From an optimization exercise on the open Yosys and OpenROAD flow, aimed at small area; shortcuts taken in it are not production practice.
At most, simulation tests tie the RTL to the original design; equivalence was not proved.
Power figures rest on the tool's default switching activity, not on a simulated workload.

==> module pmu_qdec, before the edit <==
module pmu_qdec (
    input  logic zi,
    input  logic q,
    input  logic g,
    output logic zo,
    output logic d
);
    assign zo = zi & ~q;
    assign d  = q ^ (g & zi);
endmodule
==> module pmu_ao21, before the edit <==
module pmu_ao21 (
    input  logic a1,
    input  logic a2,
    input  logic b1,
    output logic x
);
    assign x = (a1 & a2) | b1;
endmodule
==> module pmu_xor2, before the edit <==
module pmu_xor2 (
    input  logic a,
    input  logic b,
    output logic x
);
    assign x = a ^ b;
endmodule
==> module pmu_event_counters, before the edit <==
module pmu_event_counters (
    input  logic              clk_i,
    input  logic              rstn_i,
    input  logic [7:0]        events_i,
    input  logic              cnt_en_i,
    input  logic              cnt_softrst_i,
    input  logic              ovf_en_i,
    input  logic              ovf_softrst_i,
    input  logic [7:0]        cnt_ld_i,
    input  logic [31:0]       wdata_i,
    output logic [7:0][31:0]  counter_val_o,
    output logic [7:0]        ovf_vect_o
);
    logic [7:0][31:0] cnt_q;
    logic [7:0] ovf_q;
    logic [7:0] wrap;
    for (genvar i = 0; i < 8; i++) begin : g_cnt
        logic [31:0] nxt;
        logic sel_w, sel_c;
        assign sel_w = ~cnt_softrst_i & cnt_ld_i[i];
        assign sel_c = ~cnt_softrst_i & ~cnt_ld_i[i];
        logic inc;
        logic [32:0] c;
        logic p16;            
        assign inc = cnt_en_i & events_i[i];
        assign p16 = &cnt_q[i][15:0];
        for (genvar b = 0; b < 32; b++) begin : g_bit
            if (b == 0) begin : g_c0
                assign c[b] = inc;
            end else if (b == 16) begin : g_c16
                assign c[b] = inc & p16;
            end
            if (b != 15) begin : g_cy
                assign c[b+1] = c[b] & cnt_q[i][b];
            end
            pmu_ao22 u_sel (.a1(sel_w), .a2(wdata_i[b]), .b1(sel_c), .b2(cnt_q[i][b] ^ c[b]), .x(nxt[b]));
        end
        assign wrap[i] = c[32] & sel_c;
        always_ff @(posedge clk_i or negedge rstn_i) begin
            if (!rstn_i) cnt_q[i] <= '0;
            else         cnt_q[i] <= nxt;
        end
    end
    always_ff @(posedge clk_i or negedge rstn_i) begin
        if (!rstn_i)            ovf_q <= '0;
        else if (ovf_softrst_i) ovf_q <= '0;
        else if (ovf_en_i)      ovf_q <= ovf_q | wrap;
    end
    assign counter_val_o = cnt_q;
    assign ovf_vect_o    = ovf_q;
endmodule
==> module pmu_mccu, before the edit <==
module pmu_mccu (
    input  logic              clk_i,
    input  logic              rstn_i,
    input  logic [7:0]        events_i,
    input  logic              mccu_en_i,
    input  logic              mccu_softrst_i,
    input  logic [3:0]        update_quota_i,
    input  logic [63:0]       weights_i,
    input  logic [3:0][31:0]  limits_i,
    output logic [3:0][31:0]  quota_o,
    output logic [3:0]        exhausted_o
);
    for (genvar c = 0; c < 4; c++) begin : g_core
        logic [7:0] wa, wb;
        logic [8:0] wab;      
        logic [8:0] ca;
        logic ea, eb, s_a, s_b, s_ab;
        logic [8:0] costn;    
        logic [8:0] dlo;
        logic [32:9] z;       
        logic bw9, sat;
        logic sel_l;
        logic [31:0] d, q, nxt;
        logic ex;
        assign wa = weights_i[16*c +: 8];
        assign wb = weights_i[16*c+8 +: 8];
        assign ca[0] = 1'b0;
        for (genvar k = 0; k < 8; k++) begin : g_add
            assign wab[k]  = wa[k] ^ wb[k] ^ ca[k];
            assign ca[k+1] = (wa[k] & wb[k]) | (ca[k] & (wa[k] ^ wb[k]));
        end
        assign wab[8] = ca[8];
        assign ea   = mccu_en_i & events_i[c];
        assign eb   = mccu_en_i & events_i[c+4];
        assign s_a  = ea & ~eb;
        assign s_b  = ~ea & eb;
        assign s_ab = ea & eb;
        for (genvar k = 0; k < 9; k++) begin : g_cost
            if (k < 8) begin : g_w
                pmu_aoi222 u_c (.a1(s_a), .a2(wa[k]), .b1(s_b), .b2(wb[k]),
                                .c1(s_ab), .c2(wab[k]), .xn(costn[k]));
            end else begin : g_top
                assign costn[k] = ~(s_ab & wab[k]);
            end
        end
        logic [8:0] p, gn;
        logic [9:0] cy;
        assign cy[0] = 1'b1;
        for (genvar k = 0; k < 9; k++) begin : g_sub
            assign p[k]  = q[k] ^ costn[k];
            assign gn[k] = q[k] & costn[k];
            pmu_ao21 u_c (.a1(p[k]), .a2(cy[k]), .b1(gn[k]), .x(cy[k+1]));
            pmu_xor2 u_s (.a(p[k]), .b(cy[k]), .x(dlo[k]));
        end
        assign bw9 = ~cy[9];
        logic g;
        assign z[9] = 1'b1;
        assign sat = bw9 & z[32];
        assign g   = bw9 & ~z[32];
        assign d[8:0] = dlo;
        for (genvar k = 9; k < 32; k++) begin : g_dec
            pmu_qdec u_dec (.zi(z[k]), .q(q[k]), .g(g), .zo(z[k+1]), .d(d[k]));
        end
        logic sel_dl, sel_dh;
        assign sel_l  = ~mccu_softrst_i & update_quota_i[c];
        assign sel_dh = ~mccu_softrst_i & ~update_quota_i[c];
        assign sel_dl = sel_dh & ~sat;
        for (genvar k = 0; k < 32; k++) begin : g_nxt
            pmu_ao22 u_sel (.a1(sel_l), .a2(limits_i[c][k]), .b1((k < 9) ? sel_dl : sel_dh), .b2(d[k]), .x(nxt[k]));
        end
        always_ff @(posedge clk_i or negedge rstn_i) begin
            if (!rstn_i) q <= '0;
            else         q <= nxt;
        end
        always_ff @(posedge clk_i or negedge rstn_i) begin
            if (!rstn_i) ex <= 1'b0;
            else         ex <= z[32] & ~|q[8:0];
        end
        assign quota_o[c]     = q;
        assign exhausted_o[c] = ex;
    end
endmodule
==> flow/config.mk <==
export PLATFORM = sky130hd
export DESIGN_NAME = pmu_top
export DESIGN_NICKNAME = pmu_top
export VERILOG_FILES = /design/flow/design.v
export SDC_FILE = /design/flow/constraint.sdc
export NUM_CORES = 4
export LEC_CHECK = 0
export CAP_MARGIN = 10
export CORE_MARGIN = 2
export CORE_UTILIZATION = 50
export CTS_BUF_LIST = sky130_fd_sc_hd__clkbuf_16
export CTS_CLUSTER_DIAMETER = 80
export CTS_CLUSTER_SIZE = 30
export SLEW_MARGIN = 10
export SYNTH_HIERARCHICAL = 1
export SYNTH_MINIMUM_KEEP_SIZE = 0
==> flow/constraint.sdc <==
create_clock -name core_clock -period 6.0 [get_ports {clk_i}]
set_input_delay 1.2000 -clock core_clock [delete_from_list [all_inputs] [get_ports {clk_i}]]
set_output_delay 1.2000 -clock core_clock [all_outputs]
set_load 0.01 [all_outputs]
standard.sh (not shown) runs the stock make flow with config.mk's settings and CLKGATE_MAP_FILE= SYNTH_SCRIPT=/design/flow/synth_recipe.tcl, a recipe that flattens the netlist after the stock synthesis.
==> flow/flow/run.sh <==
#!/bin/bash
# Standard ORFS layout (the standard.sh) with two extra settings:
#  - port buffers use the smallest buffer instead of the default choice
#  - clock tree without dummy balancing loads
# Each ORFS step writes its own log under orfs/logs; make's output goes to standard.log.
set -euo pipefail
bash standard.sh \
  "BUFFER_PORTS_ARGS=-buffer_cell sky130_fd_sc_hd__buf_1" \
  "CTS_ARGS=-sink_clustering_enable -repair_clock_nets -sink_clustering_size 30 -sink_clustering_max_diameter 80 -buf_list sky130_fd_sc_hd__clkbuf_16 -dont_use_dummy_load" \
  finish > standard.log 2>&1
Rerun with:
--- a/flow/design.v
+++ b/flow/design.v
@@ -75,29 +75,4 @@
     assign xn = ~(a1 & a2);
 endmodule
-module pmu_qdec (
-    input  logic zi,
-    input  logic q,
-    input  logic g,
-    output logic zo,
-    output logic d
-);
-    assign zo = zi & ~q;
-    assign d  = q ^ (g & zi);
-endmodule
-module pmu_ao21 (
-    input  logic a1,
-    input  logic a2,
-    input  logic b1,
-    output logic x
-);
-    assign x = (a1 & a2) | b1;
-endmodule
-module pmu_xor2 (
-    input  logic a,
-    input  logic b,
-    output logic x
-);
-    assign x = a ^ b;
-endmodule
 `timescale 1ns/1ns
 module pmu_regs (
@@ -276,14 +251,17 @@
         logic inc;
         logic [32:0] c;
-        logic p16;            
+        logic p11, p22;       
         assign inc = cnt_en_i & events_i[i];
-        assign p16 = &cnt_q[i][15:0];
+        assign p11 = &cnt_q[i][10:0];
+        assign p22 = p11 & (&cnt_q[i][21:11]);
         for (genvar b = 0; b < 32; b++) begin : g_bit
             if (b == 0) begin : g_c0
                 assign c[b] = inc;
-            end else if (b == 16) begin : g_c16
-                assign c[b] = inc & p16;
+            end else if (b == 11) begin : g_c11
+                assign c[b] = inc & p11;
+            end else if (b == 22) begin : g_c22
+                assign c[b] = inc & p22;
             end
-            if (b != 15) begin : g_cy
+            if (b != 10 && b != 21) begin : g_cy
                 assign c[b+1] = c[b] & cnt_q[i][b];
             end
@@ -350,21 +328,18 @@
             end
         end
-        logic [8:0] p, gn;
-        logic [9:0] cy;
-        assign cy[0] = 1'b1;
-        for (genvar k = 0; k < 9; k++) begin : g_sub
-            assign p[k]  = q[k] ^ costn[k];
-            assign gn[k] = q[k] & costn[k];
-            pmu_ao21 u_c (.a1(p[k]), .a2(cy[k]), .b1(gn[k]), .x(cy[k+1]));
-            pmu_xor2 u_s (.a(p[k]), .b(cy[k]), .x(dlo[k]));
-        end
-        assign bw9 = ~cy[9];
+        logic [9:0] slo;
+        assign slo = {1'b0, q[8:0]} + {1'b0, costn} + 10'd1;
+        assign dlo = slo[8:0];
+        assign bw9 = ~slo[9];
         logic g;
         assign z[9] = 1'b1;
+        for (genvar k = 9; k < 32; k++) begin : g_z
+            assign z[k+1] = z[k] & ~q[k];
+        end
         assign sat = bw9 & z[32];
         assign g   = bw9 & ~z[32];
         assign d[8:0] = dlo;
         for (genvar k = 9; k < 32; k++) begin : g_dec
-            pmu_qdec u_dec (.zi(z[k]), .q(q[k]), .g(g), .zo(z[k+1]), .d(d[k]));
+            assign d[k] = q[k] ^ (g & z[k]);
         end
         logic sel_dl, sel_dh;
The changed run produced a clean layout.
Worst setup slack gets better by 47 ps.
Maximum frequency increases by 0.83%.
Non-clock buffer count fell by 6.
Total power grows by 5.8%.
Combinational power is higher by 23%.


== 12-04 ==
Another version of the RTL of pmu_top (not shown whole).
For scale: ~2700 cells after synthesis, roughly 110 I/O pins, roughly 34000 um^2 of cells after synthesis.
## pmu_top
module pmu_top (
    input  logic                          clk_i,
    input  logic                          rstn_i,
    input  logic [7-1:0]    s_awaddr_i,
    input  logic                          s_awvalid_i,
    output logic                          s_awready_o,
    input  logic [32-1:0]     s_wdata_i,
    input  logic [32/8-1:0]   s_wstrb_i,
    input  logic                          s_wvalid_i,
    output logic                          s_wready_o,
    output logic [1:0]                    s_bresp_o,
    output logic                          s_bvalid_o,
    input  logic                          s_bready_i,
    input  logic [7-1:0]    s_araddr_i,
    input  logic                          s_arvalid_i,
    output logic                          s_arready_o,
    output logic [32-1:0]     s_rdata_o,
    output logic [1:0]                    s_rresp_o,
    output logic                          s_rvalid_o,
    input  logic                          s_rready_i,
    input  logic [8-1:0]    events_i,
    output logic                          intr_overflow_o,
    output logic [4-1:0]       intr_mccu_o
);
export LEC_CHECK = 0
export CAP_MARGIN = 10
export CORE_MARGIN = 2
export CORE_UTILIZATION = 50
export CTS_BUF_LIST = sky130_fd_sc_hd__clkbuf_16
export CTS_CLUSTER_DIAMETER = 80
export CTS_CLUSTER_SIZE = 30
export SLEW_MARGIN = 10
export SYNTH_HIERARCHICAL = 1
export SYNTH_MINIMUM_KEEP_SIZE = 0
create_clock -name core_clock -period 6.0 [get_ports {clk_i}]
Scripts as last shown in full above: flow/flow/run.sh
### 12-04 -> 05-22
--- a/flow/design.v
+++ b/flow/design.v
@@ -77,20 +77,35 @@
 module pmu_qdec (
     input  logic zi,
     input  logic q,
     input  logic g,
     output logic zo,
     output logic d
 );
     assign zo = zi & ~q;
     assign d  = q ^ (g & zi);
 endmodule
+module pmu_ao21 (
+    input  logic a1,
+    input  logic a2,
+    input  logic b1,
+    output logic x
+);
+    assign x = (a1 & a2) | b1;
+endmodule
+module pmu_xor2 (
+    input  logic a,
+    input  logic b,
+    output logic x
+);
+    assign x = a ^ b;
+endmodule
 `timescale 1ns/1ns
 module pmu_regs (
     input  logic              clk_i,
     input  logic              rstn_i,
     input  logic [6:0]        s_awaddr_i,
     input  logic              s_awvalid_i,
     output logic              s_awready_o,
     input  logic [31:0]       s_wdata_i,
     input  logic              s_wvalid_i,
     output logic              s_wready_o,
@@ -189,21 +204,22 @@
         assign cnt_ld_o[i] = wr_fire & (wr_idx == 5'(i + 1));
     end
     logic [20:0] rsel;
     logic rhold;
     assign rhold = rvalid_q;
     for (genvar k = 0; k < 21; k++) begin : g_rsel
         assign rsel[k] = ~rvalid_q & (rd_idx == 5'(k));
     end
     for (genvar b = 0; b < 32; b++) begin : g_rd
         localparam int NS = (b < 8) ? 22 : 20;
-        localparam int NT = (NS + 2) / 3;
+        localparam int N3 = NS / 3;
+        localparam int NT = N3 + NS % 3;
         logic [23:0] sel, dat;
         logic [NT-1:0] tn;
         always_comb begin
             sel = '0;
             dat = '0;
             sel[0] = rhold;    dat[0] = rdata_q[b];
             sel[1] = rsel[0];  dat[1] = cfg_q[b];
             for (int k = 0; k < 8; k++) begin
                 sel[2+k] = rsel[1+k];  dat[2+k] = counter_val_i[k][b];
             end
@@ -211,30 +227,26 @@
             sel[11] = rsel[12]; dat[11] = weights_q[32+b];
             for (int k = 0; k < 4; k++) begin
                 sel[12+k] = rsel[13+k]; dat[12+k] = limits_q[k][b];
                 sel[16+k] = rsel[17+k]; dat[16+k] = quota_i[k][b];
             end
             if (b < 8) begin
                 sel[20] = rsel[9];  dat[20] = mask_q[b];
                 sel[21] = rsel[10]; dat[21] = ovf_vect_i[b];
             end
         end
-        for (genvar t = 0; t < NT; t++) begin : g_t
-            if (3*t + 2 < NS) begin : g3
-                pmu_aoi222 u_t (.a1(sel[3*t]), .a2(dat[3*t]), .b1(sel[3*t+1]), .b2(dat[3*t+1]),
-                                .c1(sel[3*t+2]), .c2(dat[3*t+2]), .xn(tn[t]));
-            end else if (3*t + 1 < NS) begin : g2
-                pmu_aoi22 u_t (.a1(sel[3*t]), .a2(dat[3*t]), .b1(sel[3*t+1]), .b2(dat[3*t+1]),
-                               .xn(tn[t]));
-            end else begin : g1
-                pmu_nand2 u_t (.a1(sel[3*t]), .a2(dat[3*t]), .xn(tn[t]));
-            end
+        for (genvar t = 0; t < N3; t++) begin : g_t
+            pmu_aoi222 u_t (.a1(sel[3*t]), .a2(dat[3*t]), .b1(sel[3*t+1]), .b2(dat[3*t+1]),
+                            .c1(sel[3*t+2]), .c2(dat[3*t+2]), .xn(tn[t]));
+        end
+        for (genvar t = N3; t < NT; t++) begin : g_s
+            pmu_nand2 u_t (.a1(sel[2*N3+t]), .a2(dat[2*N3+t]), .xn(tn[t]));
         end
         pmu_nand #(.N(NT)) u_or (.a(tn), .x(rd_data[b]));
     end
     assign cfg_o      = cfg_q;
     assign ovf_mask_o = mask_q;
     assign weights_o  = weights_q;
     assign limits_o   = limits_q;
 endmodule
 `timescale 1ns/1ns
 module pmu_event_counters (
@@ -327,24 +339,30 @@
         assign s_b  = ~ea & eb;
         assign s_ab = ea & eb;
         for (genvar k = 0; k < 9; k++) begin : g_cost
             if (k < 8) begin : g_w
                 pmu_aoi222 u_c (.a1(s_a), .a2(wa[k]), .b1(s_b), .b2(wb[k]),
                                 .c1(s_ab), .c2(wab[k]), .xn(costn[k]));
             end else begin : g_top
                 assign costn[k] = ~(s_ab & wab[k]);
             end
         end
-        logic [9:0] slo;
-        assign slo = {1'b0, q[8:0]} + {1'b0, costn} + 10'd1;
-        assign dlo = slo[8:0];
-        assign bw9 = ~slo[9];
+        logic [8:0] p, gn;
+        logic [9:0] cy;
+        assign cy[0] = 1'b1;
+        for (genvar k = 0; k < 9; k++) begin : g_sub
+            assign p[k]  = q[k] ^ costn[k];
+            assign gn[k] = q[k] & costn[k];
+            pmu_ao21 u_c (.a1(p[k]), .a2(cy[k]), .b1(gn[k]), .x(cy[k+1]));
+            pmu_xor2 u_s (.a(p[k]), .b(cy[k]), .x(dlo[k]));
+        end
+        assign bw9 = ~cy[9];
         logic g;
         assign z[9] = 1'b1;
         assign sat = bw9 & z[32];
         assign g   = bw9 & ~z[32];
         assign d[8:0] = dlo;
         for (genvar k = 9; k < 32; k++) begin : g_dec
             pmu_qdec u_dec (.zi(z[k]), .q(q[k]), .g(g), .zo(z[k+1]), .d(d[k]));
         end
         logic sel_dl, sel_dh;
         assign sel_l  = ~mccu_softrst_i & update_quota_i[c];
==> comparison <==
- Die width, 05-22 and 12-04: lower on 05-22
- Any difference in design area between 05-22 and 12-04 is small enough to ignore.
- When 05-22 is set beside 12-04, its number of antenna violations at the first check in global routing turns out to be 4 smaller.
- Sort 05-22 and 12-04 by clock network fraction of design power desc -> top: 05-22
- Delta (05-22 minus 12-04): sum of routed wire length over all layers saw a decrease; die extent in y decreased by 0.58% relative to the old numbers; die area shows a reduction of 1.2%; post-placement cell area stayed essentially flat.
- Comparing 05-22 and 12-04, the higher worst setup slack was measured on 05-22.
No functional check of the RTL was part of any run of this note.

## what the ideal ports hide
The flow's constraints put no driver on any port. The routed layouts listed below were extracted and timed again, unchanged, in two steps. Step 1 (the two cells are an assumption about what drives the block):
set clk [get_ports {clk_i}]
set_driving_cell -lib_cell sky130_fd_sc_hd__clkbuf_16 $clk
set_driving_cell -lib_cell sky130_fd_sc_hd__buf_2 [delete_from_list [all_inputs] $clk]
Step 2 adds t to the input delays and takes it off the output delays; t is the mean of the earliest and latest rising clock arrival at the registers after step 1. Input paths then give back, and output paths get back, about the clock's delay inside the block. Slacks: ideal ports / drivers / drivers and shift; pairs: ideal ports / drivers.
run	t, ns	setup slack, ns	latest minus earliest clock arrival (ns)	worst data-port slew with drivers (ns)	cell pins on the clock port's net
the first run of note 1	0.664	0.279 / 0.279 / 0.199	0.049 / 0.049	0.06	1
the second run of note 1	0.661	0.326 / 0.326 / 0.326	0.058 / 0.058	0.05	1
12-04	0.643	0.272 / 0.272 / 0.272	0.050 / 0.049	0.07	1
05-22	0.649	0.330 / 0.330 / 0.166	0.059 / 0.059	0.07	1
After both steps every run listed still meets setup and hold. The setup slack of 05-22, which loses most, moves by 0.000 ns with the drivers and by -0.164 ns with both steps.
